From an optimization exercise on the open Yosys and OpenROAD flow, aimed at small area, a short achievable clock period and few clock cycles per item; shortcuts taken in it are not production practice. The RTL was checked by simulation tests, not by an equivalence proof against the original design. Power is estimated from default activity; no workload was simulated.

## ember
==> module pcxrle_dp, before the edit <==
module pcxrle_dp #(
   parameter int MAX_DIMENSION = MAX_DIMENSION_DEF
) (
   input  logic              clock,
   input  logic              reset,
   input  logic              head_valid,
   input  logic [RGB_W-1:0]  head_rgb,
   input  logic [RUN_W-1:0]  head_n,
   output logic              pop,
   output logic              rsp_valid,
   input  logic              rsp_stall,
   output logic [BYTE_W-1:0] rsp_red,
   output logic [BYTE_W-1:0] rsp_green,
   output logic [BYTE_W-1:0] rsp_blue,
   output logic              rsp_last_of_burst,
   output logic              rsp_last_of_image,
   input  logic              csr_write,
   input  logic              csr_index,
   input  logic [CFG_W-1:0]  csr_data
);
   localparam int DIM_W = $clog2(MAX_DIMENSION + 1);    
   localparam int TOT_W = 2 * DIM_W;                     
   localparam int CNT_W = TOT_W - 1;                     
   logic             csr_v_ff;
   logic             csr_i_ff;
   logic [CFG_W-1:0] csr_d_ff;
   logic [DIM_W-1:0] dim_w, dim_h;
   always_ff @(posedge clock) begin
      if (reset) begin
         csr_v_ff <= 1'b0;
      end else begin
         csr_v_ff <= csr_write;
      end
   end
   always_ff @(posedge clock) begin
      csr_i_ff <= csr_index;
      csr_d_ff <= csr_data;
   end
   logic [DIM_W-1:0] csr_dim;
   assign csr_dim = (csr_d_ff == '0) ? DIM_W'(1)
                  : (32'(csr_d_ff) > 32'(MAX_DIMENSION)) ? DIM_W'(MAX_DIMENSION)
                  : DIM_W'(csr_d_ff);
   always_ff @(posedge clock) begin
      if (reset) begin
         dim_w <= DIM_W'(DIM_RESET);
         dim_h <= DIM_W'(DIM_RESET);
      end else if (csr_v_ff) begin
         if (csr_i_ff == CSR_IMAGE_WIDTH) begin
            dim_w <= csr_dim;
         end else begin
            dim_h <= csr_dim;
         end
      end
   end
   logic             busy_ff;
   logic [3:0]       step_ff;
   logic [TOT_W-1:0] prod_ff;
   logic [DIM_W:0]   psum;
   logic             prod_is1;
   assign prod_is1 = (prod_ff == TOT_W'(1));
   assign psum = {1'b0, prod_ff[TOT_W-1:DIM_W]} + (prod_ff[0] ? {1'b0, dim_w} : '0);
   always_ff @(posedge clock) begin
      if (reset) begin
         busy_ff <= 1'b0;
         step_ff <= '0;
         prod_ff <= TOT_W'(32'(DIM_RESET) * 32'(DIM_RESET));
      end else if (csr_v_ff) begin
         busy_ff <= 1'b1;
         step_ff <= '0;
      end else if (busy_ff) begin
         if (step_ff == '0) begin
            prod_ff <= {DIM_W'(0), dim_h};
         end else if (step_ff <= 4'(DIM_W)) begin
            prod_ff <= {psum, prod_ff[DIM_W-1:1]};
         end
         step_ff <= step_ff + 4'd1;
         if (step_ff == 4'(DIM_W + 1)) begin
            busy_ff <= 1'b0;
         end
      end
   end
   logic             o_valid_ff;
   logic [RGB_W-1:0] cur_rgb_ff;     
   logic             cur_lob_ff, cur_loi_ff;
   logic [RGB_W-1:0] o_rgb_ff;
   logic             o_lob_ff, o_loi_ff;
   logic [RUN_W-1:0] rem_ff;         
   logic             rep_ff;         
   logic [CNT_W-1:0] cnt2_ff;        
   logic             last_ff;        
   logic             cmp_ge, cmp_eq;
   logic             o_free, ready, rep, emit, last;
   logic             nxt_lob;
   logic [RGB_W-1:0] nxt_rgb;
   logic [RUN_W-1:0] n_cur;
   assign o_free  = ~o_valid_ff | ~rsp_stall;
   assign ready   = ~busy_ff & ~csr_v_ff;
   assign rep     = rep_ff;
   assign emit    = o_free & ready & (rep | head_valid);
   assign pop     = o_free & ready & ~rep & head_valid;
   assign n_cur   = rep ? rem_ff : head_n;
   assign last    = last_ff;
   assign cmp_ge  = ({1'b0, cnt2_ff} >= prod_ff);
   assign cmp_eq  = ({1'b0, cnt2_ff} == prod_ff);
   assign nxt_lob = last | (n_cur == RUN_W'(1));
   assign nxt_rgb = rep ? cur_rgb_ff : head_rgb;
   always_ff @(posedge clock) begin
      if (reset) begin
         rem_ff     <= '0;
         rep_ff     <= 1'b0;
         cnt2_ff    <= CNT_W'(2);
         last_ff    <= 1'b0;
      end else if (emit) begin
         rem_ff     <= last ? '0 : n_cur - RUN_W'(1);
         rep_ff     <= ~last & (n_cur != RUN_W'(1));
         cnt2_ff    <= last ? CNT_W'(2) : cnt2_ff + CNT_W'(1);
         last_ff    <= last ? prod_is1 : cmp_ge;
      end else if (busy_ff) begin
         last_ff    <= cmp_ge & ~cmp_eq;
      end
   end
   always_ff @(posedge clock) begin
      o_valid_ff <= ~reset & (emit | (o_valid_ff & rsp_stall));
   end
   always_ff @(posedge clock) begin
      if (emit && !rep) begin
         cur_rgb_ff <= head_rgb;
      end
      if (emit) begin
         cur_lob_ff <= nxt_lob;
         cur_loi_ff <= last;
      end
   end
   always_ff @(posedge clock) begin
      if (emit) begin
         o_rgb_ff <= nxt_rgb;
         o_lob_ff <= nxt_lob;
         o_loi_ff <= last;
      end else begin
         o_rgb_ff <= cur_rgb_ff;
         o_lob_ff <= cur_lob_ff;
         o_loi_ff <= cur_loi_ff;
      end
   end
   assign rsp_valid         = o_valid_ff;
   assign rsp_red           = o_rgb_ff[RGB_W-1 -: BYTE_W];
   assign rsp_green         = o_rgb_ff[2*BYTE_W-1 -: BYTE_W];
   assign rsp_blue          = o_rgb_ff[BYTE_W-1:0];
   assign rsp_last_of_burst = o_lob_ff;
   assign rsp_last_of_image = o_loi_ff;
endmodule
==> flow/config.mk <==
export PLATFORM = sky130hd
export DESIGN_NAME = pcx_rle_palette_decoder_core
export DESIGN_NICKNAME = pcx_rle_palette_decoder_core
export VERILOG_FILES = /design/flow/design.v
export SDC_FILE = /design/flow/constraint.sdc
export NUM_CORES = 4
export LEC_CHECK = 0
export ABC_CLOCK_PERIOD_IN_PS = 2000
export CAP_MARGIN = 20
export CORE_MARGIN = 2
export CORE_UTILIZATION = 45
export CTS_CLUSTER_DIAMETER = 100
export CTS_CLUSTER_SIZE = 25
export PLACE_DENSITY = 0.55
export SETUP_SLACK_MARGIN = 3.2
export SLEW_MARGIN = 20
export SYNTH_MEMORY_MAX_BITS = 8192
==> flow/constraint.sdc <==
create_clock -name core_clock -period 6.0 [get_ports {clock}]
set_input_delay 1.2000 -clock core_clock [delete_from_list [all_inputs] [get_ports {clock}]]
set_output_delay 1.2000 -clock core_clock [all_outputs]
set_load 0.01 [all_outputs]
standard.sh (not shown) runs the stock make flow with config.mk's settings and CLKGATE_MAP_FILE= SYNTH_SCRIPT=/design/flow/synth_recipe.tcl, a recipe that flattens the netlist after the stock synthesis.
==> flow/flow/run.sh <==
#!/bin/bash
set -euo pipefail
export BUFFER_PORTS_ARGS="-buffer_cell sky130_fd_sc_hd__buf_4"
bash standard.sh > standard_flow.log 2>&1
Testbench counts of ember, summed over its fixed seeds: cycles 39,874, pixels 37,581.
Modified inputs, garnet compared to ember
--- a/flow/design.v
+++ b/flow/design.v
@@ -314,13 +314,13 @@
             busy_ff <= 1'b0;
          end
       end
    end
    logic             o_valid_ff;
    logic [RGB_W-1:0] cur_rgb_ff;     
-   logic             cur_lob_ff, cur_loi_ff;
+   logic             hold_lob, hold_loi;
    logic [RGB_W-1:0] o_rgb_ff;
    logic             o_lob_ff, o_loi_ff;
    logic [RUN_W-1:0] rem_ff;         
    logic             rep_ff;         
    logic [CNT_W-1:0] cnt2_ff;        
    logic             last_ff;        
@@ -359,26 +359,24 @@
       o_valid_ff <= ~reset & (emit | (o_valid_ff & rsp_stall));
    end
    always_ff @(posedge clock) begin
       if (emit && !rep) begin
          cur_rgb_ff <= head_rgb;
       end
-      if (emit) begin
-         cur_lob_ff <= nxt_lob;
-         cur_loi_ff <= last;
-      end
    end
+   assign hold_lob = ~rep_ff;
+   assign hold_loi = (cnt2_ff == CNT_W'(2));
    always_ff @(posedge clock) begin
       if (emit) begin
          o_rgb_ff <= nxt_rgb;
          o_lob_ff <= nxt_lob;
          o_loi_ff <= last;
       end else begin
          o_rgb_ff <= cur_rgb_ff;
-         o_lob_ff <= cur_lob_ff;
-         o_loi_ff <= cur_loi_ff;
+         o_lob_ff <= hold_lob;
+         o_loi_ff <= hold_loi;
       end
    end
    assign rsp_valid         = o_valid_ff;
    assign rsp_red           = o_rgb_ff[RGB_W-1 -: BYTE_W];
    assign rsp_green         = o_rgb_ff[2*BYTE_W-1 -: BYTE_W];
    assign rsp_blue          = o_rgb_ff[BYTE_W-1:0];
--- outcome ---
ember -> garnet: overall die area flat. On cell area after layout, garnet and ember are basically level. The clock distribution area overhead in the final layout on ember is in line with that on garnet. There was hardly any difference in sequential cell area fraction in the yosys report between ember and garnet. For part of the total power dissipated in sequential elements, ember and garnet come out practically identical. Initial core utilization essentially unchanged between garnet and ember.
Testbench counts of garnet, summed over its fixed seeds: cycles 39,874, pixels 37,581.

[static timing again, ports no longer ideal]
Ports are ideal in the flow. The routed layouts listed here were re-timed in OpenROAD. Step 1: set_driving_cell puts a clkbuf_16 on clock and a buf_2 on each other input, an assumption about the parent block. Step 2 moves the port delays by t, midway between the first and last clock arrival at a register: inputs arrive t later, outputs are due t later. That takes back most of the time a late clock gives input paths. Slacks: ideal ports / drivers / drivers and shift; pairs: ideal ports / drivers.
| run | t (ns) | setup slack, ns | worst slew at a driven data input, ns |
|---|---|---|---|
| ember | 1.166 | 3.056 / 2.987 / 2.246 | 0.16 |
| garnet | 1.149 | 3.088 / 3.024 / 2.200 | 0.12 |
After both steps every run listed still meets setup and hold. For garnet, which loses most, drivers alone change the setup slack by -0.064 ns; drivers and shift together by -0.888 ns.
